Background: an optimization exercise with open tools, aiming at small area. Do not read the settings as production practice. Function was checked by simulation only, so behaviour that the tests miss may differ from the original. Power and IR drop assume default switching activity.

--- flow/constraint.sdc ---
create_clock -name core_clock -period 8.0 [get_ports {ifclk}]
set_input_delay 1.6000 -clock core_clock [delete_from_list [all_inputs] [get_ports {ifclk}]]
set_output_delay 1.6000 -clock core_clock [all_outputs]
set_load 0.01 [all_outputs]
--- flow/design.v ---
package term_pkg;
   typedef logic [15:0] term_addr_t;
   typedef logic [31:0] reg_addr_t;
   typedef logic [15:0] reg_data_t;
   typedef logic [31:0] mem_word_t;
   typedef logic [29:0] mem_addr_t;
   typedef logic [5:0]  burst_len_t;
   typedef enum logic [2:0] {
      mem_write = 3'd0,
      mem_read  = 3'd1
   } mem_instr_t;
   localparam term_addr_t TERM_DRAM      = 16'h0010;
   localparam term_addr_t TERM_DRAM_CTRL = 16'h0011;
   localparam term_addr_t TERM_DUMMY     = 16'h0012;
   localparam reg_data_t DUMMY_VALUE = 16'h9988;
   localparam reg_addr_t CTRL_REG_STATUS    = 32'd0;
   localparam reg_addr_t CTRL_REG_SCRATCH   = 32'd1;
   localparam reg_addr_t CTRL_REG_CMD_COUNT = 32'd2;
endpackage
`timescale 1ns/1ns
module term_router (
   input  term_pkg::term_addr_t term_addr,
   input  logic                 read_mode,
   input  logic                 read_req,
   input  logic                 read,
   input  logic                 write_mode,
   input  logic                 write,
   input  term_pkg::reg_data_t  dram_datao,
   input  term_pkg::reg_data_t  ctrl_datao,
   input  logic                 dram_read_rdy,
   input  logic                 dram_write_rdy,
   output logic                 dram_read_mode,
   output logic                 dram_read_req,
   output logic                 dram_read,
   output logic                 dram_write_mode,
   output logic                 dram_write,
   output logic                 ctrl_write,
   output term_pkg::reg_data_t  reg_datao,
   output logic                 read_rdy,
   output logic                 write_rdy,
   output term_pkg::reg_data_t  transfer_status
);
   logic sel_dram;
   logic sel_ctrl;
   assign sel_dram = (term_addr == term_pkg::TERM_DRAM);
   assign sel_ctrl = (term_addr == term_pkg::TERM_DRAM_CTRL);
   assign dram_read_mode  = sel_dram & read_mode;
   assign dram_read_req   = sel_dram & read_req;
   assign dram_read       = sel_dram & read;
   assign dram_write_mode = sel_dram & write_mode;
   assign dram_write      = sel_dram & write;
   assign ctrl_write      = sel_ctrl & write_mode & write;
   assign transfer_status = '0;
   always_comb begin
      reg_datao = '0;
      read_rdy  = 1'b1;
      write_rdy = 1'b1;
      case (term_addr)
         term_pkg::TERM_DRAM: begin
            reg_datao = dram_datao;
            read_rdy  = dram_read_rdy;
            write_rdy = dram_write_rdy;
         end
         term_pkg::TERM_DRAM_CTRL: reg_datao = ctrl_datao;
         term_pkg::TERM_DUMMY:     reg_datao = term_pkg::DUMMY_VALUE;
         default:        reg_datao = '0;
      endcase
   end
endmodule
`timescale 1ns/1ns
module dram_bridge #(
   parameter int WORD_AW = 6
) (
   input  logic                 ifclk,
   input  logic                 rst,
   input  logic                 read_mode,
   input  logic                 read_req,
   input  logic                 read,
   input  logic                 write_mode,
   input  logic                 write,
   input  term_pkg::reg_addr_t  reg_addr,
   input  term_pkg::reg_data_t  reg_datai,
   input  logic                 cmd_full,
   input  logic                 rd_empty,
   input  term_pkg::mem_word_t  rd_word,
   input  logic                 rd_flip,
   input  logic                 calib_done,
   output term_pkg::reg_data_t  reg_datao,
   output logic                 read_rdy,
   output logic                 write_rdy,
   output logic                 cmd_en,
   output logic                 cmd_rd,
   output logic                 wr_en,
   output logic                 rd_en,
   output logic                 wq_load,
   output logic [WORD_AW-1:0]   wq_addr,
   output term_pkg::mem_word_t  wq_data,
   output logic                 cap_win,
   output logic [WORD_AW-1:0]   cap_addr
);
   typedef enum logic [2:0] {
      st_idle,
      st_wr_low,
      st_wr_issue,
      st_rd_issue,
      st_rd_wait,
      st_rd_high
   } state_t;
   state_t    state;
   state_t    state_cur;
   logic      write_mode_q;
   logic      read_mode_q;
   logic      wr_start;
   logic      rd_start;
   logic      resume;
   logic      high_req;
   logic      addr_step;
   logic      rdy_set;
   logic      rdy_q;
   logic      half_q;
   logic [WORD_AW-1:0] addr_q;
   logic [WORD_AW-1:0] addr_base;
   term_pkg::reg_data_t wr_lo;
   assign wr_start = write_mode & ~write_mode_q;
   assign rd_start = read_mode & ~read_mode_q;
   assign resume   = reg_addr[1] &
                     ((wr_start & (state == st_wr_low)) | (rd_start & (state == st_rd_high)));
   always_comb begin
      state_cur = state;
      if ((wr_start || rd_start) && !resume &&
          (state == st_wr_low || state == st_rd_high))
         state_cur = st_idle;
   end
   assign high_req  = (state_cur == st_rd_high) & read_mode & read_req;
   assign addr_step = (state_cur == st_wr_issue) | high_req;
   assign addr_base = (wr_start || rd_start) ? reg_addr[WORD_AW+1:2] : addr_q;
   assign rdy_set   = rd_en | high_req;
   assign cmd_en    = (state == st_wr_issue) | ((state == st_rd_issue) & ~cmd_full);
   assign cmd_rd    = (state == st_rd_issue);
   assign wr_en     = (state == st_wr_issue);
   assign rd_en     = (state == st_rd_wait) & ~rd_empty;
   assign wq_load   = (state_cur == st_wr_low) & write;
   assign wq_addr   = addr_base;
   assign wq_data   = {reg_datai, wr_lo};
   assign cap_win   = ((state_cur == st_idle) & read_mode & read_req) |
                      (state == st_rd_issue) | (state == st_rd_wait);
   assign cap_addr  = addr_base;
   assign write_rdy = calib_done & ~cmd_full & ((state == st_idle) | (state == st_wr_low));
   assign read_rdy  = rdy_q;
   assign reg_datao = (half_q ? rd_word[31:16] : rd_word[15:0]) ^ {16{rd_flip}};
   always_ff @(posedge ifclk) begin
      if (rst) begin
         state        <= st_idle;
         write_mode_q <= 1'b0;
         read_mode_q  <= 1'b0;
         rdy_q        <= 1'b0;
      end else begin
         write_mode_q <= write_mode;
         read_mode_q  <= read_mode;
         if (!read_mode)
            rdy_q <= 1'b0;
         else if (rdy_set)
            rdy_q <= 1'b1;
         else if (read)
            rdy_q <= 1'b0;
         state <= state_cur;
         case (state_cur)
            st_idle: begin
               if (write)
                  state <= st_wr_low;
               else if (read_mode && read_req)
                  state <= st_rd_issue;
            end
            st_wr_low: begin
               if (write)
                  state <= st_wr_issue;
            end
            st_wr_issue: state <= st_idle;
            st_rd_issue: begin
               if (!cmd_full)
                  state <= st_rd_wait;
            end
            st_rd_wait: begin
               if (!rd_empty)
                  state <= st_rd_high;
            end
            st_rd_high: begin
               if (high_req)
                  state <= st_idle;
            end
            default: state <= st_idle;
         endcase
      end
   end
   always_ff @(posedge ifclk) begin
      addr_q <= addr_base + WORD_AW'(addr_step);
      if (state_cur == st_idle && write)
         wr_lo <= reg_datai;
      if (rdy_set)
         half_q <= high_req;
   end
endmodule
`timescale 1ns/1ns
module dram_ctrl_term (
   input  logic                ifclk,
   input  logic                rst,
   input  logic                write,
   input  term_pkg::reg_addr_t reg_addr,
   input  term_pkg::reg_data_t reg_datai,
   input  logic                calib_done,
   input  logic                cmd_en,
   output term_pkg::reg_data_t reg_datao
);
   term_pkg::reg_data_t scratch;
   term_pkg::reg_data_t cmd_count;
   always_ff @(posedge ifclk) begin
      if (rst) begin
         scratch   <= '0;
         cmd_count <= '0;
      end else begin
         if (write && reg_addr == term_pkg::CTRL_REG_SCRATCH)
            scratch <= reg_datai;
         if (write && reg_addr == term_pkg::CTRL_REG_CMD_COUNT)
            cmd_count <= '0;
         else if (cmd_en)
            cmd_count <= cmd_count + 1'b1;
      end
   end
   always_comb begin
      case (reg_addr)
         term_pkg::CTRL_REG_STATUS:    reg_datao = {15'd0, calib_done};
         term_pkg::CTRL_REG_SCRATCH:   reg_datao = scratch;
         term_pkg::CTRL_REG_CMD_COUNT: reg_datao = cmd_count;
         default:            reg_datao = '0;
      endcase
   end
endmodule
`timescale 1ns/1ns
module mem_port_model #(
   parameter int MEM_WORDS    = 64,
   parameter int CALIB_CYCLES = 16,
   parameter int RING         = 4
) (
   input  logic                 ifclk,
   input  logic                 rst,
   input  logic                 cmd_en,
   input  logic                 cmd_rd,
   input  logic                 wr_en,
   input  logic                 rd_en,
   input  logic                 wq_load,
   input  logic [$clog2(MEM_WORDS)-1:0] wq_addr,
   input  term_pkg::mem_word_t  wq_data,
   input  logic                 cap_win,
   input  logic [$clog2(MEM_WORDS)-1:0] cap_addr,
   output logic                 cmd_full,
   output term_pkg::mem_word_t  rd_word,
   output logic                 rd_flip,
   output logic                 rd_empty,
   output logic                 calib_done
);
   localparam int WORD_AW = $clog2(MEM_WORDS);
   localparam int RING_W  = $clog2(RING);
   localparam int RINGS   = MEM_WORDS / RING;
   localparam int CAL_W   = $clog2(CALIB_CYCLES + 1);
   logic [CAL_W-1:0]   calib_cnt;
   logic               cmd_valid;
   logic               cmd_rd_q;
   logic               rd_pend;
   logic [RING_W:0]    phase;
   logic               lap;
   term_pkg::mem_word_t wq_bus;
   term_pkg::mem_word_t wq_word;
   logic [WORD_AW-1:0] wq_waddr;
   logic               wq_valid;
   logic               wq_cancel;
   logic               wq_fire;
   logic               cap;
   term_pkg::mem_word_t ring_in [RINGS];
   always_ff @(posedge ifclk) begin
      if (rst) begin
         calib_cnt  <= '0;
         calib_done <= 1'b0;
      end else if (!calib_done) begin
         if (calib_cnt == CAL_W'(CALIB_CYCLES - 1))
            calib_done <= 1'b1;
         calib_cnt <= calib_cnt + 1'b1;
      end
   end
   always_ff @(posedge ifclk) begin
      if (rst)
         cmd_valid <= 1'b0;
      else
         cmd_valid <= cmd_en;
      if (cmd_en)
         cmd_rd_q <= cmd_rd;
   end
   always_ff @(posedge ifclk) begin
      if (rst)
         rd_pend <= 1'b0;
      else if (cmd_valid && cmd_rd_q)
         rd_pend <= 1'b1;
      else if (rd_en)
         rd_pend <= 1'b0;
   end
   assign cmd_full = ~calib_done | cmd_valid;
   assign rd_empty = ~rd_pend;
   always_ff @(posedge ifclk)
      phase <= phase + 1'b1;
   assign lap = phase[RING_W];
   assign wq_cancel = rst & wr_en;
   assign wq_fire   = wq_valid & ~wq_cancel &
                      (RING_W'(wq_waddr[RING_W-1:0] + phase[RING_W-1:0] + 1'b1) == '0);
   always_ff @(posedge ifclk) begin
      if (wq_load) begin
         wq_word  <= wq_data;
         wq_waddr <= wq_addr;
         wq_valid <= 1'b1;
      end else if (wq_fire || wq_cancel) begin
         wq_valid <= 1'b0;
      end
   end
   assign wq_bus = wq_word ^ {32{lap}};
   for (genvar g = 0; g < RINGS; g++) begin : ring
      term_pkg::mem_word_t slot [RING];
      assign ring_in[g] = ~((wq_fire && wq_waddr[WORD_AW-1:RING_W] == (WORD_AW-RING_W)'(g)) ?
                            wq_bus : slot[RING-1]);
      always_ff @(posedge ifclk) begin
         slot[0] <= ring_in[g];
         for (int k = 1; k < RING; k++)
            slot[k] <= slot[k-1];
      end
   end
   assign cap = cap_win & (RING_W'(cap_addr[RING_W-1:0] + phase[RING_W-1:0] + 1'b1) == '0);
   always_ff @(posedge ifclk) begin
      if (cap) begin
         rd_word <= ring_in[cap_addr[WORD_AW-1:RING_W]];
         rd_flip <= ~lap;
      end
   end
endmodule
`timescale 1ns/1ns
module host_terminal_top #(
   parameter int MEM_WORDS    = 64,
   parameter int CALIB_CYCLES = 16,
   parameter int RING         = 4
) (
   input  logic                 ifclk,
   input  logic                 rst,
   input  term_pkg::term_addr_t term_addr,
   input  term_pkg::reg_addr_t  reg_addr,
   input  logic [31:0]          len,
   input  logic                 read_mode,
   input  logic                 read_req,
   input  logic                 read,
   input  logic                 write_mode,
   input  logic                 write,
   input  term_pkg::reg_data_t  reg_datai,
   output term_pkg::reg_data_t  reg_datao,
   output logic                 read_rdy,
   output logic                 write_rdy,
   output term_pkg::reg_data_t  transfer_status
);
   localparam int WORD_AW = $clog2(MEM_WORDS);
   logic       dram_read_mode;
   logic       dram_read_req;
   logic       dram_read;
   logic       dram_write_mode;
   logic       dram_write;
   logic       ctrl_write;
   term_pkg::reg_data_t  dram_datao;
   term_pkg::reg_data_t  ctrl_datao;
   logic       dram_read_rdy;
   logic       dram_write_rdy;
   logic       cmd_en;
   logic       cmd_rd;
   logic       wr_en;
   logic       rd_en;
   logic       wq_load;
   logic [WORD_AW-1:0]   wq_addr;
   term_pkg::mem_word_t  wq_data;
   logic       cap_win;
   logic [WORD_AW-1:0]   cap_addr;
   logic       cmd_full;
   term_pkg::mem_word_t  rd_word;
   logic       rd_flip;
   logic       rd_empty;
   logic       calib_done;
   term_router term_router_i (
      .term_addr       (term_addr),
      .read_mode       (read_mode),
      .read_req        (read_req),
      .read            (read),
      .write_mode      (write_mode),
      .write           (write),
      .dram_datao      (dram_datao),
      .ctrl_datao      (ctrl_datao),
      .dram_read_rdy   (dram_read_rdy),
      .dram_write_rdy  (dram_write_rdy),
      .dram_read_mode  (dram_read_mode),
      .dram_read_req   (dram_read_req),
      .dram_read       (dram_read),
      .dram_write_mode (dram_write_mode),
      .dram_write      (dram_write),
      .ctrl_write      (ctrl_write),
      .reg_datao       (reg_datao),
      .read_rdy        (read_rdy),
      .write_rdy       (write_rdy),
      .transfer_status (transfer_status)
   );
   dram_bridge #(
      .WORD_AW (WORD_AW)
   ) dram_bridge_i (
      .ifclk         (ifclk),
      .rst           (rst),
      .read_mode     (dram_read_mode),
      .read_req      (dram_read_req),
      .read          (dram_read),
      .write_mode    (dram_write_mode),
      .write         (dram_write),
      .reg_addr      (reg_addr),
      .reg_datai     (reg_datai),
      .cmd_full      (cmd_full),
      .rd_empty      (rd_empty),
      .rd_word       (rd_word),
      .rd_flip       (rd_flip),
      .calib_done    (calib_done),
      .reg_datao     (dram_datao),
      .read_rdy      (dram_read_rdy),
      .write_rdy     (dram_write_rdy),
      .cmd_en        (cmd_en),
      .cmd_rd        (cmd_rd),
      .wr_en         (wr_en),
      .rd_en         (rd_en),
      .wq_load       (wq_load),
      .wq_addr       (wq_addr),
      .wq_data       (wq_data),
      .cap_win       (cap_win),
      .cap_addr      (cap_addr)
   );
   dram_ctrl_term dram_ctrl_term_i (
      .ifclk      (ifclk),
      .rst        (rst),
      .write      (ctrl_write),
      .reg_addr   (reg_addr),
      .reg_datai  (reg_datai),
      .calib_done (calib_done),
      .cmd_en     (cmd_en),
      .reg_datao  (ctrl_datao)
   );
   mem_port_model #(
      .MEM_WORDS    (MEM_WORDS),
      .CALIB_CYCLES (CALIB_CYCLES),
      .RING         (RING)
   ) mem_port_model_i (
      .ifclk         (ifclk),
      .rst           (rst),
      .cmd_en        (cmd_en),
      .cmd_rd        (cmd_rd),
      .wr_en         (wr_en),
      .rd_en         (rd_en),
      .wq_load       (wq_load),
      .wq_addr       (wq_addr),
      .wq_data       (wq_data),
      .cap_win       (cap_win),
      .cap_addr      (cap_addr),
      .cmd_full      (cmd_full),
      .rd_word       (rd_word),
      .rd_flip       (rd_flip),
      .rd_empty      (rd_empty),
      .calib_done    (calib_done)
   );
endmodule
--- flow/flow/abc_area.script ---
strash
dch
amap -F 4 -A 8
topo
stime -c
--- flow/standard.sh ---
#!/bin/bash
# synth_recipe.tcl (not shown) runs the flow's synth.tcl, then flattens the netlist and writes it again
# the make line also repeats each setting of config.mk as NAME=value (left out here)
make -C /OpenROAD-flow-scripts/flow DESIGN_CONFIG=/design/flow/config.mk WORK_HOME=/design/flow/orfs CLKGATE_MAP_FILE= SYNTH_SCRIPT=/design/flow/synth_recipe.tcl "${@:-finish}"
--- flow/flow/synth.tcl ---
proc synth {args} { yosys synth -nofsm -noshare {*}$args }
proc abc {args} {
  if { [info exists ::env(MY_ABC_SCRIPT)] } {
    set i [lsearch -exact $args -script]
    if { $i >= 0 } {
      set args [lreplace $args [expr {$i + 1}] [expr {$i + 1}] $::env(MY_ABC_SCRIPT)]
    }
  }
  yosys abc {*}$args
}
source $::env(SCRIPTS_DIR)/synth.tcl
# left out here: clear keep_hierarchy, flatten, clean up, hide names made inside functions, write 1_2_yosys.v
--- flow/config.mk ---
export PLATFORM = sky130hd
export DESIGN_NAME = host_terminal_top
export DESIGN_NICKNAME = host_terminal_top
export VERILOG_FILES = /design/flow/design.v
export SDC_FILE = /design/flow/constraint.sdc
export NUM_CORES = 4
export LEC_CHECK = 0
export ABC_AREA = 1
export CAP_MARGIN = 5
export CORE_MARGIN = 2
export CORE_UTILIZATION = 60
export SLEW_MARGIN = 5
--- flow/flow/run.sh ---
#!/bin/bash
# The standard layout with three changes:
#  - synthesis is the standard flow's own script, but Yosys's abc maps the logic with an
#    area-oriented ABC script (flow/abc_area.script); the registers are
#    mapped before abc and are the standard synthesis's;
#  - a leaner clock tree (no dummy loads, clusters of up to 16 sinks);
#  - single-size port buffers.
set -euo pipefail
here=$(pwd)
export MY_ABC_SCRIPT="$here/flow/abc_area.script"
export BUFFER_PORTS_ARGS="-buffer_cell sky130_fd_sc_hd__buf_1"
export CTS_ARGS="-sink_clustering_enable -repair_clock_nets -dont_use_dummy_load -buf_list {sky130_fd_sc_hd__clkbuf_4 sky130_fd_sc_hd__clkbuf_8} -sink_clustering_size 16 -sink_clustering_max_diameter 50"
sed "s#SYNTH_SCRIPT=[^ ]*#SYNTH_SCRIPT=$here/flow/synth.tcl#" standard.sh > own_standard.sh
bash own_standard.sh > flow_make.log 2>&1
==> flow_summary.yaml, run 1 <==
grt:
  track_usage_pct: 27.91
  use_met2_pct: 43.08
  grt_pass1_wl_um: 187000
  antenna_found_initial: 2
  grt_util_met3_pct: 4.964
  grt-ovfl-total: 0
  grt_use_met1_pct: 40.82
  first_global_vias: 29740
  grt_max_degree: 66
  busiest_layer: "met2"
place:
  dp_hpwl_um: 71450
  dp_cells: 4813
  portBuffers: 88
  pre_cts_ws_ns: 1.611
  gp_congestion: 0.8592
timing:
  grt_setup_unrepaired: "no"
  relSlewSlack_pct: 18.58
  period_share_pct: 76.61
  slew_violations: 0
  setup_viol: 0
  hold_viol_final: 0
  tightestPinTransition_ns: 1.213
  fin_skew_ns: 0.07087
  min_period_ns: 6.128
  max_freq_mhz: 163.2
  worst_slack_ns: 1.872
  final.setup.tns_ns: 0
synth:
  postSynthCellCount: 3479
  ys_ff_latch: 2193
  syn_avg_cell_area_um2: 15.21
  synth.area.top_cells: "dfxtp_1 (80%), o22ai_1 (6.5%), edfxtp_1 (5.1%), a22oi_1 (3.0%), a222oi_1 (0.61%)"
  synth_top_area_cell: "dfxtp_1"
  synth_top_area_share_pct: 79.60
  ys_seq_area_share_pct: 84.65
  yosysWarnings: 21
  synthFlopType: "dfxtp_1"
  synthDistinctLibCells: 40
  netlist_area_um2: 52910
  synth_edf_count: 89
  async_flop_share_pct: 0
cts:
  cts_root_buf: "clkbuf_8"
  clk_latency_ns: 0.85
  cts_setup_buffers: 0
  cts_sinks: 2193
  cts_max_level: 4
  clk_path_buf_depth: 3
  cts_tree: "done"
  cts_resized: 0
  path_clk_slew_ns: 0.10
  cts_hold_buf: 0
  numCtsBuffers: 159
drt:
  drt_iter0_drc: 2464
  drc: 0
  postRouteAntennaNets: 0
  wl_per_cell_um: 25.35
  drtPass1Iterations: 6
  routed-via-count: 29250
  viasPerCell: 5.881
  totalWireLength_um: 126100
floorplanning:
  die-area_um2: 90580
  fp-row-count: 108
  fp.dieH_um: 301.0
  die_w_um: 301.0
  core_um2: 87020
  io_pins: 137
  start_util_pct: 60.80
setup_path:
  cp.arrival_ns: 4.53
  startpoint_type: "input port"
  ff2ff_path_depth: 12
  critical-path-max-stage-delay_ns: 0.71
  cp_data_required_time_ns: 6.40
  path_class: "in2out"
  cp_slowest_cell: "or4_1"
  worstPathCellList: "buf_1 -> or4_1 -> or4b_1 -> nor3_2 -> buf_4 -> o21ai_1 -> o22a_1 -> nor2_1 -> buf_1"
  cp-end-kind: "output pin"
  crit_top_cell: "buf_1"
  worst-path-max-fanout: 17
pwr:
  total_power_w: 0.01591
  ir_drop_mv: 0.1971
  cellPowerDensity_nw_per_um2: 275.1
  total_leakage_power_nw: 21.74
flow_run:
  drv_cap: 0
final_layout:
  area_growth_pct: 9.288
  final_cell_mix: "dfxtp_1 (2,104), o22ai_1 (547), a22oi_1 (212), clkbuf_8 (159), buf_4 (90)"
  drive_above_1_share_pct: 7.833
  fin_cells: 4974
  nets: 3928
  final_common_cell: "dfxtp_1"
status:
  status: "finished clean"
min_path:
  hp-class: "reg2reg"
  min_delay_path_depth: 0
area by class of cell:
cell class / count / area, µm²
fillers: 6248 / 29190
flip-flops and latches: 2193 / 44790
diodes: 2 / 5.005
multi-input cells: 1225 / 8127
inverters: 60 / 225.2
repair buffers: 180 / 1046
well taps: 1155 / 1445
clock buffers: 159 / 2188
final timing paths:
kind / endpoint / start / slack (ns)
max: reg_datao[6] / reg_addr[5] / 1.87
min: mem_port_model_i.ring[3].slot[2][17]$_DFF_P_ / mem_port_model_i.ring[3].slot[1][17]$_DFF_P_ / 0.27
max reg2reg: mem_port_model_i.rd_word[7]$_DFFE_PP_ / dram_bridge_i.state[2]$_SDFF_PP0_ / 3.56
min reg2reg: mem_port_model_i.ring[3].slot[2][17]$_DFF_P_ / mem_port_model_i.ring[3].slot[1][17]$_DFF_P_ / 0.27
power by group:
group,internal [W],switching (W)
clock network,0.00178,0.00311
logic,0.0000128,0.0000275
registers,0.0110,0.00000117
total,0.0128,0.00314
Yosys cell counts (2+ instances only):
cell type / n
o22ai_1: 547
o21ai_0: 51
nor2_1: 63
ha_1: 6
a311oi_1: 2
o221a_1: 17
nand4_1: 39
buf_4: 16
o311a_1: 2
or4b_1: 2
a31oi_1: 6
a22oi_1: 212
dfxtp_1: 2104
or3_1: 5
edfxtp_1: 89
nand2_1: 57
a211oi_1: 13
a221oi_1: 2
and3_1: 2
o22a_1: 3
or2_0: 3
a211o_1: 32
a222oi_1: 32
or4_1: 4
a21oi_1: 11
nor4b_1: 2
clkinv_1: 60
nand3_1: 45
nor4_1: 27
nor3_1: 15
worst max-delay path: cells and delay by family:
kind            cells  cell delay, ns
compound gates      2            0.83
buf+inv             3            0.54
simple gates        4            1.54
registers in the layout (all words and copies together) (netlist names), 3 cells and up:
name	flops
dram_bridge_i.addr_q	6
dram_bridge_i.state	3
dram_bridge_i.wr_lo	16
dram_ctrl_term_i.cmd_count	16
dram_ctrl_term_i.scratch	16
mem_port_model_i.calib_cnt	5
mem_port_model_i.phase	3
mem_port_model_i.rd_word	32
mem_port_model_i.ring.slot	2048
mem_port_model_i.wq_waddr	6
mem_port_model_i.wq_word	32
logic make-up (layout without fill, tap and decap cells):
group | Yosys count | after routing | share of synthesized area [%]
AO/OA/AOI/OAI | 936 | 936 | 12.06
XOR/XNOR | 1 | 1 | 0.01656
adder cells (fa/ha/maj) | 6 | 6 | 0.1419
buffers and inverters | 76 | 399 | 0.6526
flip-flops | 2193 | 2193 | 84.65
other | 1 | 18 | 0.007087
AND/OR/NAND/NOR | 266 | 266 | 2.471
stage by stage:
| step | utilization [%] | area [µm²] | hold WS (ns) |
|---|---|---|---|
| final | 66.45 | 57830 | 0.2695 |
| after global routing | 66.45 | 57830 | 0.2884 |
| after CTS | 66.45 | 57820 | 0.2754 |
| after detailed placement | 63.93 | 55640 | 0.3121 |
| after global placement | 63.93 | 55640 | 0.3095 |
| after floorplan | - | 52970 | 0.3096 |
per-layer routing:
metal,wire (µm),part of all wire [%]
met3,8924,7.1
met2,56520,45
met4,2498,2.0
met1,58150,46
met5,0,0
==> inputs of run 2 (changes only) <==
==> flow/flow/abc_area.script (replaced) <==
strash
dch
amap -F 4 -A 8
strash
dch
amap -F 4 -A 8
topo
stime -c
--- a/flow/config.mk
+++ b/flow/config.mk
@@ -6,7 +6,7 @@
 export NUM_CORES = 4
 export LEC_CHECK = 0
 export ABC_AREA = 1
-export CAP_MARGIN = 5
+export CAP_MARGIN = 20
 export CORE_MARGIN = 2
 export CORE_UTILIZATION = 60
-export SLEW_MARGIN = 5
+export SLEW_MARGIN = 20
==> run 2 against run 1 <==
Still clean; via count rose by 2.2%; synthesized area down 0.40%; sequential share of layout area grew 0.11 points; routed wire length rose by 11%; highest routed layer is now met5.
==> flow_summary.yaml, run 2 <==
cts:
  cts_resized: 0
  cts_hold_buf: 0
  path_clk_slew_ns: 0.10
  cts_setup_buffers: 0
  clk_path_buf_depth: 3
  clk_latency_ns: 0.85
  cts_sinks: 2193
  cts_tree: "done"
  numCtsBuffers: 159
  cts_root_buf: "clkbuf_8"
  cts_max_level: 4
final_layout:
  final_cell_mix: "dfxtp_1 (2,103), o22ai_1 (550), clkbuf_8 (159), a222oi_1 (113), buf_4 (102)"
  nets: 3906
  area_growth_pct: 9.574
  drive_above_1_share_pct: 8.511
  fin_cells: 4953
  largestRegisters: "mem_port_model_i.ring.slot: 2048 flops, mem_port_model_i.rd_word: 32 flops, mem_port_model_i.wq_word: 32 flops"
  largest_register_ffs: 2048
  top_register: "mem_port_model_i.ring.slot"
  final_common_cell: "dfxtp_1"
drt:
  wl_per_cell_um: 28.37
  postRouteAntennaNets: 0
  viasPerCell: 6.035
  drtPass1Iterations: 6
  drc: 0
  totalWireLength_um: 140500
  routed-via-count: 29890
  drt_iter0_drc: 2880
synth:
  synth.area.top_cells: "dfxtp_1 (80%), o22ai_1 (6.5%), edfxtp_1 (5.1%), a222oi_1 (2.1%), a22oi_1 (0.85%)"
  synth_common_cells: "dfxtp_1 (2,104), o22ai_1 (550), a222oi_1 (113), nor2_1 (99), edfxtp_1 (89)"
  ys_seq_area_share_pct: 84.99
  synth_top_area_cell: "dfxtp_1"
  synth_most_common_cell: "dfxtp_1"
  postSynthCellCount: 3443
  synth_edf_count: 89
  synthFlopType: "dfxtp_1"
  yosysWarnings: 21
  async_flop_share_pct: 0
  synth_top_family_by_area: "compound AO/OA/AOI/OAI gates"
  synthDistinctLibCells: 43
  synth_fa_ha_area_share_pct: 0.1424
  synth-simple-area-share_pct: 2.578
  synth-compound-area-share_pct: 11.62
  syn_avg_cell_area_um2: 15.31
  synth_top_area_share_pct: 79.92
  synth.area.mux_share_pct: 0
  ys_ff_latch: 2193
  synth_xor_area_share_pct: 0
  netlist_area_um2: 52700
timing:
  grt_setup_unrepaired: "no"
  hold_viol_final: 0
  min_period_ns: 6.208
  relSlewSlack_pct: 27.93
  tightestPinTransition_ns: 1.081
  setup_viol: 0
  max_freq_mhz: 161.1
  worst_slack_ns: 1.792
  hold_ws_ns: 0.2716
  period_share_pct: 77.59
  final.setup.tns_ns: 0
  fin_skew_ns: 0.05744
  slew_violations: 0
grt:
  grt_max_degree: 44
  grt_pass1_wl_um: 202100
  first_global_vias: 29920
  antenna_found_initial: 5
  track_usage_pct: 31.20
  grt-ovfl-total: 0
floorplanning:
  die-area_um2: 90230
  io_pins: 137
  fp.dieH_um: 300.4
  fp-row-count: 108
  die_w_um: 300.4
  start_util_pct: 60.66
  core_um2: 86890
flow_run:
  drv_cap: 0
setup_path:
  ff2ff_path_depth: 14
  reg2reg_to: "mem_port_model_i.rd_word[24]$_DFFE_PP_"
  startpoint_type: "input port"
  cp.arrival_ns: 6.79
  cp-end-kind: "register"
  worst-path-max-fanout: 32
  path_class: "in2reg"
  r2r_start: "dram_bridge_i.state[1]$_SDFF_PP0_"
  cp_data_required_time_ns: 8.58
  timing.reg2reg.setup_slack_ns: 3.40
min_path:
  hold_end: "mem_port_model_i.ring[1].slot[3][29]$_DFF_P_"
  hp-class: "reg2reg"
  min_from: "mem_port_model_i.ring[1].slot[2][29]$_DFF_P_"
  min_delay_path_depth: 0
place:
  dp_cells: 4790
  gp_congestion: 0.8311
  pre_cts_ws_ns: 1.131
  dp_hpwl_um: 79240
  portBuffers: 88
pwr:
  combPwrFrac_pct: 0.3
  p_clk_share_pct: 30.8
  ir_drop_mv: 0.1984
  swShare_pct: 19.86
  cellPowerDensity_nw_per_um2: 276.0
  power_frac_seq_pct: 68.9
  power.net_switching_w: 0.003166
  total_leakage_power_nw: 21.77
  p_int_w: 0.01277
  total_power_w: 0.01594
status:
  status: "finished clean"
==> run 2: per-stage QoR <==
step	area [µm²]	utilization (%)
2_1_floorplan	52770	-
3_3_place_gp	55470	63.84
3_5_place_dp	55530	63.91
4_1_cts	57720	66.42
5_1_grt	57750	66.46
6_report	57750	66.47
==> run 2: final cells by class <==
| cell class | instances | area (µm²) |
|---|---|---|
| Sequential cell | 2193 | 44790 |
| Multi-Input combinational cell | 1188 | 7895 |
| Inverter | 61 | 229.0 |
| Fill cell | 6213 | 29140 |
| Timing Repair Buffer | 194 | 1191 |
| Antenna cell | 3 | 7.507 |
| Clock buffer | 159 | 2188 |
| Tap cell | 1155 | 1445 |
==> run 2: worst max-delay path by stage <==
stage | startpoint | depth (start not counted) | to
3_3_place_gp | term_addr[1] | 18 | mem_port_model_i.rd_word[14]$_DFFE_PP_
3_5_place_dp | term_addr[1] | 17 | mem_port_model_i.rd_word[8]$_DFFE_PP_
5_1_grt | term_addr[1] | 17 | mem_port_model_i.rd_word[8]$_DFFE_PP_
4_1_cts | reg_addr[6] | 10 | reg_datao[13]
2_1_floorplan | term_addr[5] | 13 | mem_port_model_i.rd_word[30]$_DFFE_PP_
6_report | term_addr[1] | 17 | mem_port_model_i.rd_word[8]$_DFFE_PP_
==> run 2: cell families (layout without fill, tap and decap cells) <==
kind of cell	after synthesis	in the layout
compound gates	881	881
fa+ha+maj	6	6
other cells	1	19
simple gates	285	285
buf+inv	77	414
flops	2193	2193
==> run 2: per-layer routing <==
layer	track usage (%)	part of all wire [%]
met1	44.55	44
met2	46.47	43
met3	6.883	9.0
met4	12.73	4.1
met5	0	0.020
==> run 2: critical path: stages <==
cell,delay [ns]
buf_1,0.41
or2_0,0.22
nor2_1,0.13
clkinv_1,0.06
buf_4,0.26
nor3_1,0.11
nor2_1,0.65
clkinv_1,0.37
o22ai_1,0.36
clkinv_1,0.34
nand2_1,0.38
nor2_4,0.07
buf_4,0.35
a222oi_1,0.56
nand2_1,0.26
a2111oi_0,0.46
nand4_1,0.16
==> run 2: power groups by stage <==
stage	sequential (W)	clock [W]	combinational [W]
after floorplan	0.0112	0	0.0000210
after global placement	0.0112	0	0.0000485
after detailed placement	0.0112	0	0.0000490
after CTS	0.0110	0.00500	0.0000492
after global routing	0.0110	0.00540	0.0000534
final	0.0110	0.00491	0.0000504
==> inputs of run 3 (changes only) <==
==> flow/flow/abc_area.script (replaced) <==
strash
dch
amap -F 4 -A 8
topo
stime -c
==> run 3 against run 2 <==
Still clean on timing, DRC and antenna; clock-buffer cell count stayed put; sequential share of layout area is 0.11 points lower; clock power hardly changed; worst setup slack better by 0.33 ns; clock skew is 0.011 ns higher; global-route usage is 3.3 points lower; register-to-register slack better by 0.15 ns; total power is 0.17% lower; via count is 2.1% lower; final area is 0.14% higher; synthesized cell count is 1.0% higher; sequential power hardly changed.
==> flow_summary.yaml, run 3 <==
status:
  status: "finished clean"
synth:
  async_flop_share_pct: 0
  synth.area.mux_share_pct: 0
  synth-simple-area-share_pct: 2.471
  synth.area.top_cells: "dfxtp_1 (80%), o22ai_1 (6.5%), edfxtp_1 (5.1%), a22oi_1 (3.0%), a222oi_1 (0.61%)"
  netlist_area_um2: 52910
  synth_top_area_cell: "dfxtp_1"
  synthFlopType: "dfxtp_1"
  yosysWarnings: 21
  synth_top_family_by_area: "compound AO/OA/AOI/OAI gates"
  synthDistinctLibCells: 40
  synth_edf_count: 89
  postSynthCellCount: 3479
  ys_seq_area_share_pct: 84.65
  synth_xor_area_share_pct: 0.01655
  synth_top_area_share_pct: 79.60
  synth_common_cells: "dfxtp_1 (2,104), o22ai_1 (547), a22oi_1 (212), edfxtp_1 (89), nor2_1 (63)"
  synth_fa_ha_area_share_pct: 0.1419
  synth-compound-area-share_pct: 12.06
  syn_avg_cell_area_um2: 15.21
  synth_most_common_cell: "dfxtp_1"
  ys_ff_latch: 2193
cts:
  cts_max_level: 4
  cts_resized: 0
  clk_latency_ns: 0.85
  clk_path_buf_depth: 3
  numCtsBuffers: 159
  cts_tree: "done"
  cts_sinks: 2193
  cts_setup_buffers: 0
  path_clk_slew_ns: 0.10
  cts_hold_buf: 0
  cts_root_buf: "clkbuf_8"
setup_path:
  cp.arrival_ns: 4.28
  startpoint_type: "input port"
  worst-path-max-fanout: 17
  path_class: "in2out"
  cp-end-kind: "output pin"
  timing.reg2reg.setup_slack_ns: 3.55
  cp_data_required_time_ns: 6.40
drt:
  routed-via-count: 29260
  totalWireLength_um: 126100
  drtPass1Iterations: 5
  viasPerCell: 5.883
  drc: 0
  drt_iter0_drc: 2518
  wl_per_cell_um: 25.36
  postRouteAntennaNets: 0
final_layout:
  final_cell_mix: "dfxtp_1 (2,104), o22ai_1 (547), a22oi_1 (212), clkbuf_8 (159), buf_4 (90)"
  area_growth_pct: 9.290
  largest_register_ffs: 2048
  stdcell_area_um2: 57830
  nets: 3928
  drive_above_1_share_pct: 7.860
  final_common_cell: "dfxtp_1"
  top_register: "mem_port_model_i.ring.slot"
  largestRegisters: "mem_port_model_i.ring.slot: 2048 flops, mem_port_model_i.rd_word: 32 flops, mem_port_model_i.wq_word: 32 flops"
pwr:
  cellPowerDensity_nw_per_um2: 275.1
  total_leakage_power_nw: 21.74
  ir_drop_mv: 0.1983
place:
  dp_hpwl_um: 71450
  gp_congestion: 0.8592
  placed_cell_area_um2: 55640
  portBuffers: 88
grt:
  antenna_found_initial: 2
  grt_use_met1_pct: 40.82
  grt_util_met3_pct: 4.964
  first_global_vias: 29740
  grt-ovfl-total: 0
  grt_pass1_wl_um: 187000
  track_usage_pct: 27.91
  grt_max_degree: 66
  use_met2_pct: 43.08
  busiest_layer: "met2"
timing:
  max_freq_mhz: 170.1
  hold_viol_final: 0
  tightestPinTransition_ns: 1.164
  period_share_pct: 73.49
  relSlewSlack_pct: 22.38
  hold_ws_ns: 0.2724
  grt_setup_unrepaired: "no"
  slew_violations: 0
  fin_skew_ns: 0.06851
  min_period_ns: 5.879
  final.setup.tns_ns: 0
  setup_viol: 0
floorplanning:
  start_util_pct: 60.80
  core_um2: 87020
  fp-row-count: 108
  fp.dieH_um: 301.0
  io_pins: 137
  die-area_um2: 90580
  die_w_um: 301.0
min_path:
  hp-class: "reg2reg"
flow_run:
  drv_cap: 0
## run 3: cell count changes after synthesis, sizes merged, moves of 27 or more
cell    previous run  this run
a21oi             54        11
o21ai             24        51
a222oi           113        32
nor2              99        63
a22oi             60       212
nand3             18        45
a211o              0        32
## run 3: worst paths after layout
kind / from / end / cells past startpoint
min reg2reg: mem_port_model_i.ring[3].slot[1][17]$_DFF_P_ / mem_port_model_i.ring[3].slot[2][17]$_DFF_P_ / 0
max: reg_addr[5] / reg_datao[6] / 9
min: mem_port_model_i.ring[3].slot[1][17]$_DFF_P_ / mem_port_model_i.ring[3].slot[2][17]$_DFF_P_ / 0
max reg2reg: dram_bridge_i.state[2]$_SDFF_PP0_ / mem_port_model_i.rd_word[7]$_DFFE_PP_ / 12
## run 3: power breakdown
| group | switching [W] | internal [W] |
|---|---|---|
| logic | 0.0000276 | 0.0000128 |
| registers | 0.00000122 | 0.0110 |
| clock network | 0.00311 | 0.00178 |
## run 3: cell type report
| class | instances | area (µm²) |
|---|---|---|
| multi-input cells | 1225 | 8130 |
| repair buffers | 180 | 1046 |
| diodes | 1 | 2.502 |
| fillers | 6248 | 29190 |
| flip-flops and latches | 2193 | 44790 |
| inverters | 60 | 225.2 |
| clock buffers | 159 | 2188 |
| well taps | 1155 | 1445 |
## run 3: stage by stage
step	power, W	utilization (%)	cells	worst slack [ns]
final	0.01591	66.45	4973	2.121
after CTS	0.01601	66.45	4972	1.937
after global routing	0.01640	66.45	4973	1.938
after global placement	0.01127	63.93	4813	1.748
after floorplan	0.01125	-	3494	0.1468
after detailed placement	0.01127	63.93	4813	1.611
## run 3: per-layer routing
layer | share of wire [%] | wire length [µm]
met1 | 46 | 58510
met2 | 45 | 56560
met3 | 6.8 | 8522
met4 | 2.0 | 2519
met5 | 0 | 0
## run 3: kinds of logic after synthesis
logic type,after synthesis
DFF,2193
AOI/OAI and AO/OA,936
and+or+nand+nor,266
buffers and inverters,76
adders and majority gates,6
xor gates and xnor gates,1
other,1
## run 3: critical path, cell delays in order
cell and delay, ns:
buf_1 0.12, or4_1 0.72, or4b_1 0.59, nor3_2 0.13, buf_4 0.26, o21ai_2 0.25
o22a_1 0.32, nor2_1 0.11, buf_1 0.16
==> inputs of run 4 (changes only) <==
--- a/flow/config.mk
+++ b/flow/config.mk
@@ -9,4 +9,5 @@
 export CAP_MARGIN = 20
 export CORE_MARGIN = 2
 export CORE_UTILIZATION = 60
+export GPL_TIMING_DRIVEN = 0
 export SLEW_MARGIN = 20
==> run 4 against run 3 <==
Maximum frequency decreased by 19%; total power increased by 0.14%; final area increased by 2.8%; utilization increased by 1.8 points; sequential power about the same; clock power about the same; hold slack improved by 0.011 ns; first-iteration DRC count increased by 16%; sequential share of layout area decreased by 2.1 points; non-clock buffer count increased by 114; largest cell class unchanged; largest power group unchanged; highest routed layer unchanged.
==> flow_summary.yaml, run 4 <==
status:
  status: "finished clean"
cts:
  clk_latency_ns: 0.84
  cts_hold_buf: 0
  cts_tree: "done"
  cts_max_level: 4
  cts_root_buf: "clkbuf_8"
  cts_sinks: 2193
  path_clk_slew_ns: 0.09
  cts_resized: 0
  cts_setup_buffers: 0
  numCtsBuffers: 160
  clk_path_buf_depth: 3
setup_path:
  worst-path-max-fanout: 13
  worstPathCellList: "buf_1 -> or4b_1 -> nor3_2 -> clkinv_1 -> nor3_1 -> nor2_1 -> o22ai_2 -> clkinv_1 -> nor4_2 -> buf_2 -> buf_2 -> buf_2 -> a22oi_1 -> nand4_1 -> a211o_1"
  cp_slowest_cell: "nor4_2"
  path_buf_inv: 6
  crit_top_cell: "buf_2"
  cp.arrival_ns: 7.87
  path_class: "in2reg"
  cp_data_required_time_ns: 8.66
  startpoint_type: "input port"
  critical-path-max-stage-delay_ns: 0.94
  cp-end-kind: "register"
  crit_family: "simple AND/OR/NAND/NOR gates"
final_layout:
  nets: 4043
  drive_above_1_share_pct: 11.67
  top_register: "mem_port_model_i.ring.slot"
  largestRegisters: "mem_port_model_i.ring.slot: 2048 flops, mem_port_model_i.rd_word: 32 flops, mem_port_model_i.wq_word: 32 flops"
  final_cell_mix: "dfxtp_1 (2,104), o22ai_1 (543), a22oi_1 (212), clkbuf_8 (160), edfxtp_1 (89)"
  final_common_cell: "dfxtp_1"
  area_growth_pct: 12.31
  stdcell_area_um2: 59430
  finish.utilization_pct: 68.29
  largest_register_ffs: 2048
synth:
  async_flop_share_pct: 0
  synth_top_area_cell: "dfxtp_1"
  synthDistinctLibCells: 40
  netlist_area_um2: 52910
  yosysWarnings: 21
  synth_most_common_cell: "dfxtp_1"
  ys_ff_latch: 2193
  synth_common_cells: "dfxtp_1 (2,104), o22ai_1 (547), a22oi_1 (212), edfxtp_1 (89), nor2_1 (63)"
  synth_top_area_share_pct: 79.60
  synth.area.top_cells: "dfxtp_1 (80%), o22ai_1 (6.5%), edfxtp_1 (5.1%), a22oi_1 (3.0%), a222oi_1 (0.61%)"
  synth_edf_count: 89
  syn_avg_cell_area_um2: 15.21
  postSynthCellCount: 3479
  ys_seq_area_share_pct: 84.65
  synthFlopType: "dfxtp_1"
flow_run:
  drv_cap: 0
pwr:
  total_leakage_power_nw: 22.67
  ir_drop_mv: 0.1947
  cellPowerDensity_nw_per_um2: 268.1
  total_power_w: 0.01593
grt:
  antenna_found_initial: 3
  use_met2_pct: 43.65
  track_usage_pct: 28.59
  grt_pass1_wl_um: 191400
  grt_util_met3_pct: 5.274
  first_global_vias: 30360
  grt_use_met1_pct: 41.84
  grt-ovfl-total: 0
  grt_max_degree: 66
  busiest_layer: "met2"
floorplanning:
  io_pins: 137
  fp.dieH_um: 301.0
  fp-row-count: 108
  start_util_pct: 60.80
  core_um2: 87020
  die-area_um2: 90580
  die_w_um: 301.0
place:
  dp_hpwl_um: 84950
  placed_cell_area_um2: 57180
  portBuffers: 88
  gp_congestion: 0.8524
timing:
  fin_skew_ns: 0.06223
  min_period_ns: 7.215
  hold_viol_final: 0
  max_freq_mhz: 138.6
  relSlewSlack_pct: 25.96
  setup_viol: 0
  tightestPinTransition_ns: 1.107
  grt_setup_unrepaired: "no"
  period_share_pct: 90.18
  slew_violations: 0
  hold_ws_ns: 0.2832
drt:
  postRouteAntennaNets: 0
  wl_per_cell_um: 25.39
  totalWireLength_um: 129300
  viasPerCell: 5.880
  drc: 0
  routed-via-count: 29950
  drtPass1Iterations: 6
  drt_iter0_drc: 2928
min_path:
  hp-class: "reg2reg"
[run 4: cell counts after synthesis]
No cell type changed its count.
[run 4: layout make-up]
class / count / area [µm²]
flip-flops and latches: 2193 / 44790
fillers: 5994 / 27600
multi-input cells: 1225 / 8248
repair buffers: 278 / 2352
clock buffers: 160 / 2202
well taps: 1155 / 1445
inverters: 60 / 250.2
plain buffers: 16 / 120.1
diodes: 6 / 15.01
[run 4: kinds of logic after synthesis]
family                     Yosys count  synth area share [%]
xor gates and xnor gates             1               0.01656
other                                1              0.007087
adders and majority gates            6                0.1419
DFF                               2193                 84.65
buffers and inverters               76                0.6526
and+or+nand+nor                    266                 2.471
AOI/OAI and AO/OA                  936                 12.06
[run 4: routing by layer]
metal	vias up	share of wire [%]
li1	13590	-
met1	14910	45
met2	1210	45
met3	233	7.6
met4	0	2.4
met5	-	0
[run 4: power by group]
group / switching, W / internal, W / total, W
clock: 0.00312 / 0.00180 / 0.00491
combinational: 0.0000299 / 0.0000180 / 0.0000480
sequential: 0.00000115 / 0.0110 / 0.0110
total: 0.00315 / 0.0128 / 0.0159
[run 4: worst paths after layout]
check	start	endpoint	slack, ns	depth (start not counted)
min reg2reg	mem_port_model_i.ring[12].slot[1][14]$_DFF_P_	mem_port_model_i.ring[12].slot[2][14]$_DFF_P_	0.28	0
min	mem_port_model_i.ring[12].slot[1][14]$_DFF_P_	mem_port_model_i.ring[12].slot[2][14]$_DFF_P_	0.28	0
max reg2reg	dram_bridge_i.write_mode_q$_SDFF_PP0_	mem_port_model_i.rd_word[10]$_DFFE_PP_	2.40	12
max	term_addr[5]	mem_port_model_i.rd_word[10]$_DFFE_PP_	0.79	15
[run 4: through the flow]
step / TNS, ns / cells / setup slack [ns]
after floorplan: 0 / 3494 / 0.1468
after global placement: -1371.91 / 4737 / -6.799
after detailed placement: -3.600 / 4927 / -0.3534
after CTS: 0 / 5087 / 0.5652
after global routing: 0 / 5092 / 0.5339
final: 0 / 5093 / 0.7852
==> inputs of run 5 (changes only) <==
--- a/flow/config.mk
+++ b/flow/config.mk
@@ -8,6 +8,5 @@
 export ABC_AREA = 1
 export CAP_MARGIN = 20
 export CORE_MARGIN = 2
-export CORE_UTILIZATION = 60
-export GPL_TIMING_DRIVEN = 0
+export CORE_UTILIZATION = 50
 export SLEW_MARGIN = 20
==> run 5 against run 4 <==
Still clean; first-iteration DRC count shrank 29%; clock skew grew 0.022 ns; total power is essentially flat; clock-buffer cell count grew 1; final area shrank 2.1%; utilization shrank 13 points; flip-flop and latch count is the same; worst setup slack gained 1.3 ns; synthesized cell count is the same; via count shrank 4.2%; sequential share of layout area grew 1.6 points; cell count grew 2.4%; largest power group unchanged; highest routed layer unchanged.
==> flow_summary.yaml, run 5 <==
pwr:
  p_clk_share_pct: 30.9
  combPwrFrac_pct: 0.3
  power.net_switching_w: 0.003151
  total_leakage_power_nw: 21.77
  swShare_pct: 19.77
  cellPowerDensity_nw_per_um2: 273.9
  p_int_w: 0.01279
  power_frac_seq_pct: 68.8
  ir_drop_mv: 0.1711
min_path:
  hp-class: "reg2reg"
  min_from: "mem_port_model_i.ring[7].slot[2][22]$_DFF_P_"
setup_path:
  cp.arrival_ns: 4.32
  r2r_start: "dram_bridge_i.state[2]$_SDFF_PP0_"
  cp-end-kind: "output pin"
  startpoint_type: "input port"
  cp_data_required_time_ns: 6.40
  critPathLaunch: "term_addr[5]"
  worst-path-max-fanout: 16
  path_class: "in2out"
drt:
  drtPass1Iterations: 5
  drc: 0
  postRouteAntennaNets: 0
  wl_per_cell_um: 23.07
  routed-via-count: 28680
  viasPerCell: 5.502
  drt_iter0_drc: 2086
  totalWireLength_um: 120300
final_layout:
  fillers: 8652
  multi_input_comb_area_um2: 8137
  largestRegisters: "mem_port_model_i.ring.slot: 2048 flops, mem_port_model_i.rd_word: 32 flops, mem_port_model_i.wq_word: 32 flops"
  area_growth_pct: 9.979
  nets: 3932
  final_cell_mix: "dfxtp_1 (2,104), o22ai_1 (547), a22oi_1 (212), clkbuf_8 (161), buf_4 (91)"
  top_register: "mem_port_model_i.ring.slot"
  largest_register_ffs: 2048
  fin_cells: 5213
  drive_above_1_share_pct: 8.008
  final_common_cell: "dfxtp_1"
  ff_latch_area_um2: 44790
synth:
  yosysWarnings: 21
  synthDistinctLibCells: 40
  postSynthCellCount: 3479
  synth_edf_count: 89
  synthFlopType: "dfxtp_1"
  async_flop_share_pct: 0
  synth_most_common_cell: "dfxtp_1"
  syn_avg_cell_area_um2: 15.21
  synth_top_area_share_pct: 79.60
  ys_seq_area_share_pct: 84.65
  ys_ff_latch: 2193
  netlist_area_um2: 52910
  synth_common_cells: "dfxtp_1 (2,104), o22ai_1 (547), a22oi_1 (212), edfxtp_1 (89), nor2_1 (63)"
  synth_top_area_cell: "dfxtp_1"
  synth.area.top_cells: "dfxtp_1 (80%), o22ai_1 (6.5%), edfxtp_1 (5.1%), a22oi_1 (3.0%), a222oi_1 (0.61%)"
timing:
  relSlewSlack_pct: 27.04
  max_freq_mhz: 168.8
  final.setup.tns_ns: 0
  grt_setup_unrepaired: "no"
  setup_viol: 0
  period_share_pct: 74.04
  hold_ws_ns: 0.2513
  hold_viol_final: 0
  fin_skew_ns: 0.08459
  tightestPinTransition_ns: 1.088
  min_period_ns: 5.923
  slew_violations: 0
grt:
  first_global_vias: 28040
  track_usage_pct: 22.09
  grt-ovfl-total: 0
  grt_max_degree: 56
  antenna_found_initial: 1
  grt_pass1_wl_um: 177100
cts:
  cts_hold_buf: 0
  cts_root_buf: "clkbuf_8"
  cts_tree: "done"
  cts_max_level: 4
  cts_setup_buffers: 0
  path_clk_slew_ns: 0.10
  cts_sinks: 2193
  cts_resized: 0
  clk_latency_ns: 0.85
  clk_path_buf_depth: 3
  numCtsBuffers: 161
floorplanning:
  core_um2: 105100
  die-area_um2: 108400
  start_util_pct: 50.34
  die_w_um: 329.3
  fp.dieH_um: 329.3
  fp-row-count: 119
  io_pins: 137
place:
  gp_congestion: 0.7926
  portBuffers: 88
  dp_cells: 5051
  dp_hpwl_um: 71590
status:
  status: "finished clean"
flow_run:
  drv_cap: 0
==> run 5: cell counts after synthesis <==
No cell type changed its count.
==> run 5: metrics by stage <==
step / util [%] / area (µm²) / power [W] / setup slack (ns)
after floorplan: - / 52970 / 0.01125 / 0.1468
after global placement: 53.22 / 55950 / 0.01127 / 1.792
after detailed placement: 53.25 / 55980 / 0.01127 / 1.748
after CTS: 55.36 / 58190 / 0.01607 / 2.016
after global routing: 55.36 / 58190 / 0.01648 / 1.954
final: 55.36 / 58190 / 0.01594 / 2.077
==> run 5: cell type report <==
cell class | instances | share of cell area (%)
Antenna cell | 1 | 0.004300
Clock buffer | 161 | 3.808
Inverter | 60 | 0.3870
Multi-Input combinational cell | 1225 | 13.98
Sequential cell | 2193 | 76.97
Tap cell | 1391 | 2.991
Timing Repair Buffer | 182 | 1.858
==> run 5: final timing paths <==
path                                             endpoint  slack [ns]  cells past startpoint
min reg2reg  mem_port_model_i.ring[7].slot[3][22]$_DFF_P_        0.25                      0
max                                          reg_datao[3]        2.08                      8
min          mem_port_model_i.ring[7].slot[3][22]$_DFF_P_        0.25                      0
max reg2reg         mem_port_model_i.rd_word[4]$_DFFE_PP_        3.73                     12
==> run 5: logic make-up after synthesis <==
kind of cell	share of synthesized area, %
compound gates	12.06
xor+xnor	0.01656
buf+inv	0.6526
fa+ha+maj	0.1419
simple gates	2.471
flops	84.65
other cells	0.007087
==> run 5: routing by layer <==
layer / vias to the layer above / wire (µm) / global-route usage (%)
met1: 14210 / 58540 / 32.20
met4: 0 / 4237 / 9.437
met3: 275 / 6077 / 3.752
met5: - / 0 / 0
li1: 13350 / - / -
met2: 846 / 51400 / 32.60
==> run 5: critical path, stage by stage <==
cell     delay (ns)
buf_1          0.07
or4b_1         0.53
or3_1          0.36
nor4b_1        0.63
o21ai_1        0.14
buf_4          0.24
o22ai_1        0.52
buf_1          0.21
==> run 5: power groups by stage <==
| stage | Combinational [W] | Clock, W | Sequential, W |
|---|---|---|---|
| finish | 0.0000409 | 0.00493 | 0.0110 |
| global route | 0.0000447 | 0.00546 | 0.0110 |
| CTS | 0.0000414 | 0.00506 | 0.0110 |
| detailed placement | 0.0000412 | 0 | 0.0112 |
| global placement | 0.0000411 | 0 | 0.0112 |
| floorplan | 0.0000181 | 0 | 0.0112 |
==> inputs of run 6 (changes only) <==
--- a/flow/flow/run.sh
+++ b/flow/flow/run.sh
@@ -9,6 +9,6 @@
 here=$(pwd)
 export MY_ABC_SCRIPT="$here/flow/abc_area.script"
 export BUFFER_PORTS_ARGS="-buffer_cell sky130_fd_sc_hd__buf_1"
-export CTS_ARGS="-sink_clustering_enable -repair_clock_nets -dont_use_dummy_load -buf_list {sky130_fd_sc_hd__clkbuf_4 sky130_fd_sc_hd__clkbuf_8} -sink_clustering_size 16 -sink_clustering_max_diameter 50"
+export CTS_ARGS="-sink_clustering_enable -repair_clock_nets -dont_use_dummy_load -buf_list {sky130_fd_sc_hd__clkbuf_8} -sink_clustering_size 20 -sink_clustering_max_diameter 45"
 sed "s#SYNTH_SCRIPT=[^ ]*#SYNTH_SCRIPT=$here/flow/synth.tcl#" standard.sh > own_standard.sh
 bash own_standard.sh > flow_make.log 2>&1
--- a/flow/config.mk
+++ b/flow/config.mk
@@ -8,5 +8,5 @@
 export ABC_AREA = 1
 export CAP_MARGIN = 20
 export CORE_MARGIN = 2
-export CORE_UTILIZATION = 50
+export CORE_UTILIZATION = 60
 export SLEW_MARGIN = 20
==> run 6 against run 5 <==
Final area is 0.77% lower; highest routed layer unchanged; hold slack better by 0.018 ns; routed wire length is 4.6% higher; still clean; via count is 2.0% higher; utilization is 11 points higher; critical endpoint is now reg_datao[6]; register-to-register slack worse by 0.25 ns; cell count is 4.7% lower; critical path type unchanged.
==> flow_summary.yaml, run 6 <==
min_path:
  hp-class: "reg2reg"
cts:
  cts_setup_buffers: 0
  cts_sinks: 2193
  cts_hold_buf: 0
  cts_tree: "done"
  clk_latency_ns: 0.85
  clk_path_buf_depth: 3
  cts_root_buf: "clkbuf_8"
  path_clk_slew_ns: 0.11
  numCtsBuffers: 153
  cts_resized: 0
  cts_max_level: 4
synth:
  yosysWarnings: 21
  netlist_area_um2: 52910
  async_flop_share_pct: 0
  synthFlopType: "dfxtp_1"
  synth.area.top_cells: "dfxtp_1 (80%), o22ai_1 (6.5%), edfxtp_1 (5.1%), a22oi_1 (3.0%), a222oi_1 (0.61%)"
  synth_edf_count: 89
  syn_avg_cell_area_um2: 15.21
  synthDistinctLibCells: 40
  synth_most_common_cell: "dfxtp_1"
  synth_common_cells: "dfxtp_1 (2,104), o22ai_1 (547), a22oi_1 (212), edfxtp_1 (89), nor2_1 (63)"
  synth_top_area_share_pct: 79.60
  ys_ff_latch: 2193
  synth_top_area_cell: "dfxtp_1"
  postSynthCellCount: 3479
  ys_seq_area_share_pct: 84.65
timing:
  grt_setup_unrepaired: "no"
  hold_viol_final: 0
  final.setup.tns_ns: 0
  tightestPinTransition_ns: 1.132
  max_freq_mhz: 171.1
  fin_skew_ns: 0.08413
  relSlewSlack_pct: 24.52
  period_share_pct: 73.06
  min_period_ns: 5.845
  setup_viol: 0
  worst_slack_ns: 2.155
  slew_violations: 0
setup_path:
  cp_data_required_time_ns: 6.40
  startpoint_type: "input port"
  cp-end-kind: "output pin"
  worst-path-max-fanout: 17
  cp.arrival_ns: 4.24
  crit_top_cell: "buf_1"
  critical-path-max-stage-delay_ns: 0.71
  worstPathCellList: "buf_1 -> or4_1 -> or4b_1 -> nor3_2 -> buf_4 -> o21ai_2 -> o22a_1 -> nor2_1 -> buf_1"
  path_class: "in2out"
  cp_slowest_cell: "or4_1"
grt:
  grt_use_met1_pct: 40.43
  first_global_vias: 29600
  antenna_found_initial: 2
  use_met2_pct: 42.46
  busiest_layer: "met2"
  grt_pass1_wl_um: 186000
  grt_max_degree: 66
  track_usage_pct: 27.80
  grt_util_met3_pct: 5.426
  grt-ovfl-total: 0
pwr:
  total_leakage_power_nw: 21.70
  combPwrFrac_pct: 0.3
  ir_drop_mv: 0.2332
  power_frac_seq_pct: 69.4
  cellPowerDensity_nw_per_um2: 274.0
  p_clk_share_pct: 30.4
  p_int_w: 0.01271
  total_power_w: 0.01582
  power.net_switching_w: 0.003114
  swShare_pct: 19.68
drt:
  drc: 0
  viasPerCell: 5.892
  drtPass1Iterations: 6
  postRouteAntennaNets: 0
  wl_per_cell_um: 25.31
  routed-via-count: 29270
  drt_iter0_drc: 2590
  totalWireLength_um: 125700
flow_run:
  drv_cap: 0
floorplanning:
  io_pins: 137
  fp-row-count: 108
  die_w_um: 301.0
  core_um2: 87020
  fp.dieH_um: 301.0
  start_util_pct: 60.80
  die-area_um2: 90580
final_layout:
  fin_cells: 4967
  area_growth_pct: 9.134
  final_cell_mix: "dfxtp_1 (2,104), o22ai_1 (547), a22oi_1 (212), clkbuf_8 (153), buf_4 (90)"
  nets: 3922
  largest_register_ffs: 2048
  fillers: 6281
  drive_above_1_share_pct: 7.715
  largestRegisters: "mem_port_model_i.ring.slot: 2048 flops, mem_port_model_i.rd_word: 32 flops, mem_port_model_i.wq_word: 32 flops"
  final_common_cell: "dfxtp_1"
  top_register: "mem_port_model_i.ring.slot"
place:
  portBuffers: 88
  pre_cts_ws_ns: 1.611
  dp_hpwl_um: 71450
  dp_cells: 4813
  gp_congestion: 0.8592
status:
  status: "finished clean"
run 6: cell counts after synthesis:
Identical to the previous run, type by type.
run 6: power groups by stage:
stage	combinational [W]	clock, W	sequential [W]
after CTS	0.0000401	0.00490	0.0110
after global routing	0.0000436	0.00529	0.0110
after floorplan	0.0000181	0	0.0112
final	0.0000402	0.00481	0.0110
after detailed placement	0.0000400	0	0.0112
after global placement	0.0000382	0	0.0112
run 6: layout make-up:
type	instances	area, µm²	share of cell area [%]
Clock buffer	153	2106	3.646
Multi-Input combinational cell	1225	8130	14.08
Tap cell	1155	1445	2.502
Antenna cell	1	2.502	0.004333
Timing Repair Buffer	180	1046	1.811
Sequential cell	2193	44790	77.57
Inverter	60	225.2	0.3900
run 6: cell families (layout without fill, tap and decap cells):
group,Yosys count,after routing,synth area share (%)
AO/OA/AOI/OAI,936,936,12.06
XOR/XNOR,1,1,0.01656
adder cells (fa/ha/maj),6,6,0.1419
buffers and inverters,76,393,0.6526
flip-flops,2193,2193,84.65
other,1,17,0.007087
AND/OR/NAND/NOR,266,266,2.471
run 6: metrics by stage:
stage	util, %	hold slack (ns)	area [µm²]
2_1_floorplan	-	0.3096	52970
3_3_place_gp	63.93	0.3095	55640
3_5_place_dp	63.93	0.3121	55640
4_1_cts	66.35	0.2758	57740
5_1_grt	66.36	0.2674	57750
6_report	66.36	0.2694	57750
run 6: final timing paths:
check	startpoint	end	slack (ns)	cells after the start
max	reg_addr[5]	reg_datao[6]	2.16	9
min	mem_port_model_i.ring[11].slot[0][14]$_DFF_P_	mem_port_model_i.ring[11].slot[1][14]$_DFF_P_	0.27	0
min reg2reg	mem_port_model_i.ring[11].slot[0][14]$_DFF_P_	mem_port_model_i.ring[11].slot[1][14]$_DFF_P_	0.27	0
max reg2reg	dram_bridge_i.state[2]$_SDFF_PP0_	mem_port_model_i.rd_word[7]$_DFFE_PP_	3.48	12
run 6: worst max-delay path: cells and delay by family:
family	cells	cell delay, ns
simple gates	4	1.52
buf+inv	3	0.53
compound gates	2	0.57
run 6: layer usage:
layer	wire (µm)	vias to the layer above
met1	57120	14530
met4	2662	0
met5	0	-
li1	-	13320
met2	56020	1213
met3	9930	200
==> inputs of run 7 (changes only) <==
--- a/flow/flow/run.sh
+++ b/flow/flow/run.sh
@@ -9,6 +9,6 @@
 here=$(pwd)
 export MY_ABC_SCRIPT="$here/flow/abc_area.script"
 export BUFFER_PORTS_ARGS="-buffer_cell sky130_fd_sc_hd__buf_1"
-export CTS_ARGS="-sink_clustering_enable -repair_clock_nets -dont_use_dummy_load -buf_list {sky130_fd_sc_hd__clkbuf_8} -sink_clustering_size 20 -sink_clustering_max_diameter 45"
+export CTS_ARGS="-sink_clustering_enable -repair_clock_nets -dont_use_dummy_load -buf_list {sky130_fd_sc_hd__clkbuf_4} -sink_clustering_size 8 -sink_clustering_max_diameter 25"
 sed "s#SYNTH_SCRIPT=[^ ]*#SYNTH_SCRIPT=$here/flow/synth.tcl#" standard.sh > own_standard.sh
 bash own_standard.sh > flow_make.log 2>&1
==> flow/flow/abc_area.script (replaced) <==
strash
dch
amap -F 4 -A 8
strash
dch
amap -F 4 -A 8
topo
stime -c
==> run 7 against run 6 <==
Register-to-register slack lost 0.05 ns; first-iteration DRC count grew 16%; final area grew 1.9%; still clean on timing, DRC and antenna; highest routed layer is now met5; die area shrank 0.39%; clock power grew 22%; sequential share of layout area shrank 1.4 points; non-clock buffer count grew 14; clock-buffer cell count grew 279; sequential power is essentially flat.
==> flow_summary.yaml, run 7 <==
setup_path:
  cp_data_required_time_ns: 6.40
  startpoint_type: "input port"
  path_class: "in2out"
  critical-path-max-stage-delay_ns: 0.56
floorplanning:
  io_pins: 137
  die-area_um2: 90230
  fp-row-count: 108
  core_um2: 86890
timing:
  slew_violations: 0
  period_share_pct: 76.06
  max_freq_mhz: 164.3
  setup_viol: 0
  hold_ws_ns: 0.2400
  relSlewSlack_pct: 27.96
  fin_skew_ns: 0.1190
  tightestPinTransition_ns: 1.079
  final.setup.tns_ns: 0
synth:
  netlist_area_um2: 52700
  synth.area.top_cells: "dfxtp_1 (80%), o22ai_1 (6.5%), edfxtp_1 (5.1%), a222oi_1 (2.1%), a22oi_1 (0.85%)"
  synth_top_area_share_pct: 79.92
  ys_seq_area_share_pct: 84.99
  synth_common_cells: "dfxtp_1 (2,104), o22ai_1 (550), a222oi_1 (113), nor2_1 (99), edfxtp_1 (89)"
  ys_ff_latch: 2193
  synthDistinctLibCells: 43
  synth_top_area_cell: "dfxtp_1"
  synth_most_common_cell: "dfxtp_1"
  syn_avg_cell_area_um2: 15.31
status:
  status: "finished clean"
cts:
  clk_path_buf_depth: 4
  numCtsBuffers: 432
  cts_sinks: 2193
  cts_hold_buf: 0
  clk_latency_ns: 1.23
  path_clk_slew_ns: 0.07
  cts_max_level: 5
  cts_root_buf: "clkbuf_4"
  cts_tree: "done"
  cts_setup_buffers: 0
final_layout:
  final_common_cell: "dfxtp_1"
  final_cell_mix: "dfxtp_1 (2,103), o22ai_1 (550), clkbuf_4 (432), a222oi_1 (113), buf_4 (102)"
  area_growth_pct: 11.60
  largestRegisters: "mem_port_model_i.ring.slot: 2048 flops, mem_port_model_i.rd_word: 32 flops, mem_port_model_i.wq_word: 32 flops"
  top_register: "mem_port_model_i.ring.slot"
  nets: 4179
  fillers: 6223
drt:
  postRouteAntennaNets: 0
  routed-via-count: 31530
  totalWireLength_um: 143000
  wl_per_cell_um: 27.33
  drc: 0
  viasPerCell: 6.027
  drt_iter0_drc: 3012
pwr:
  combPwrFrac_pct: 0.3
  p_clk_share_pct: 34.8
  total_power_w: 0.01691
  swShare_pct: 20.45
  ir_drop_mv: 0.1868
  power.net_switching_w: 0.003457
  total_leakage_power_nw: 22.62
  p_int_w: 0.01345
  power_frac_seq_pct: 64.9
grt:
  antenna_found_initial: 5
  track_usage_pct: 31.85
  first_global_vias: 32110
  grt-ovfl-total: 0
  grt_pass1_wl_um: 207600
  grt_max_degree: 44
place:
  portBuffers: 88
  dp_hpwl_um: 79240
  gp_congestion: 0.8311
flow_run:
  drv_cap: 0
## run 7: cell types whose count changed after synthesis, moves of 15 or more
| cell | delta |
|---|---|
| a211o_1 | -32 |
| o21ai_0 | -27 |
| a32oi_1 | +15 |
| a21oi_1 | +43 |
| a22oi_1 | -152 |
| nor4_1 | -15 |
| nor2_1 | +36 |
| nand3_1 | -27 |
| a222oi_1 | +81 |
## run 7: path summary, 6_finish.rpt
path	start	end	slack, ns	cells after the start
max	reg_addr[6]	reg_datao[0]	1.92	10
min	mem_port_model_i.ring[5].slot[2][2]$_DFF_P_	mem_port_model_i.ring[5].slot[3][2]$_DFF_P_	0.24	0
max reg2reg	dram_bridge_i.state[1]$_SDFF_PP0_	mem_port_model_i.rd_word[24]$_DFFE_PP_	3.43	14
min reg2reg	mem_port_model_i.ring[5].slot[2][2]$_DFF_P_	mem_port_model_i.ring[5].slot[3][2]$_DFF_P_	0.24	0
## run 7: power groups by stage
stage	Sequential, W	Combinational, W	Clock [W]
2_1_floorplan	0.0112	0.0000210	0
3_3_place_gp	0.0112	0.0000485	0
6_report	0.0110	0.0000504	0.00588
4_1_cts	0.0110	0.0000493	0.00601
3_5_place_dp	0.0112	0.0000490	0
5_1_grt	0.0110	0.0000534	0.00651
## run 7: metrics by stage
step	area [µm²]	setup WS, ns	util, %	cells
2_1_floorplan	52770	1.066	-	3458
3_3_place_gp	55470	1.315	63.84	4788
3_5_place_dp	55530	1.131	63.91	4790
4_1_cts	58770	1.954	67.64	5222
5_1_grt	58810	1.784	67.68	5228
6_report	58820	1.915	67.70	5232
## run 7: worst reg2reg max path, cell delays in order, from the launching register on
cell       delay (ns)
dfxtp_1          0.44
clkinv_1         0.17
nor3_1           0.37
nand2_1          0.21
o2111ai_1        0.24
nand2b_1         0.18
or2_0            0.53
nor2_4           0.05
inv_2            0.72
buf_4            0.45
o22ai_1          0.15
a222oi_1         0.37
o2111ai_1        0.17
a21oi_1          0.17
nand4_1          0.11
## run 7: logic make-up after synthesis
kind of cell	count (synthesis)	synth area share [%]
DFF	2193	84.99
AOI/OAI and AO/OA	881	11.62
and+or+nand+nor	285	2.578
buffers and inverters	77	0.6624
adders and majority gates	6	0.1424
other	1	0.007115
## run 7: per-layer routing
metal | GRT usage (%) | wire length, µm | vias up
li1 | - | - | 13940
met1 | 44.41 | 61680 | 15640
met2 | 47.31 | 62840 | 1621
met3 | 7.749 | 13130 | 327
met4 | 14.67 | 5330 | 4
met5 | 0 | 26 | -
## run 7: final cells by class
| type | instances | area, µm² | share of cell area [%] |
|---|---|---|---|
| multi-input combinational | 1188 | 7895 | 13.42 |
| inverter | 61 | 229.0 | 0.3893 |
| antenna | 9 | 22.52 | 0.03829 |
| sequential | 2193 | 44790 | 76.15 |
| timing repair buffer | 194 | 1191 | 2.025 |
| clock buffer | 432 | 3243 | 5.514 |
| tap | 1155 | 1445 | 2.457 |

-- re-timing with driven ports --
In the flow no input, the clock included, has a driving cell. The finished layouts below were timed again as built, in two steps.
Step 1, drivers: a clkbuf_16 drives ifclk and a buf_2 each remaining input, both assumed.
Step 2, shift: input delay + t, output delay - t, t = (earliest + latest rising clock arrival at the registers) / 2. This alone moves slack from input paths to output paths.
Slacks: ideal / step 1 / step 2; pairs: ideal / step 1.
run	shift t [ns]	setup WS [ns]
run 1	0.889	1.872 / 1.849 / 1.512
run 2	0.889	1.792 / 1.747 / 0.857
run 3	0.891	2.121 / 2.098 / 1.528
run 4	0.881	0.785 / 0.835 / -0.046
run 5	0.879	2.077 / 2.057 / 1.656
run 6	0.875	2.155 / 2.133 / 1.545
run 7	1.243	1.915 / 1.894 / 0.793
Met with ideal ports but missed after step 2: setup timing in run 4.
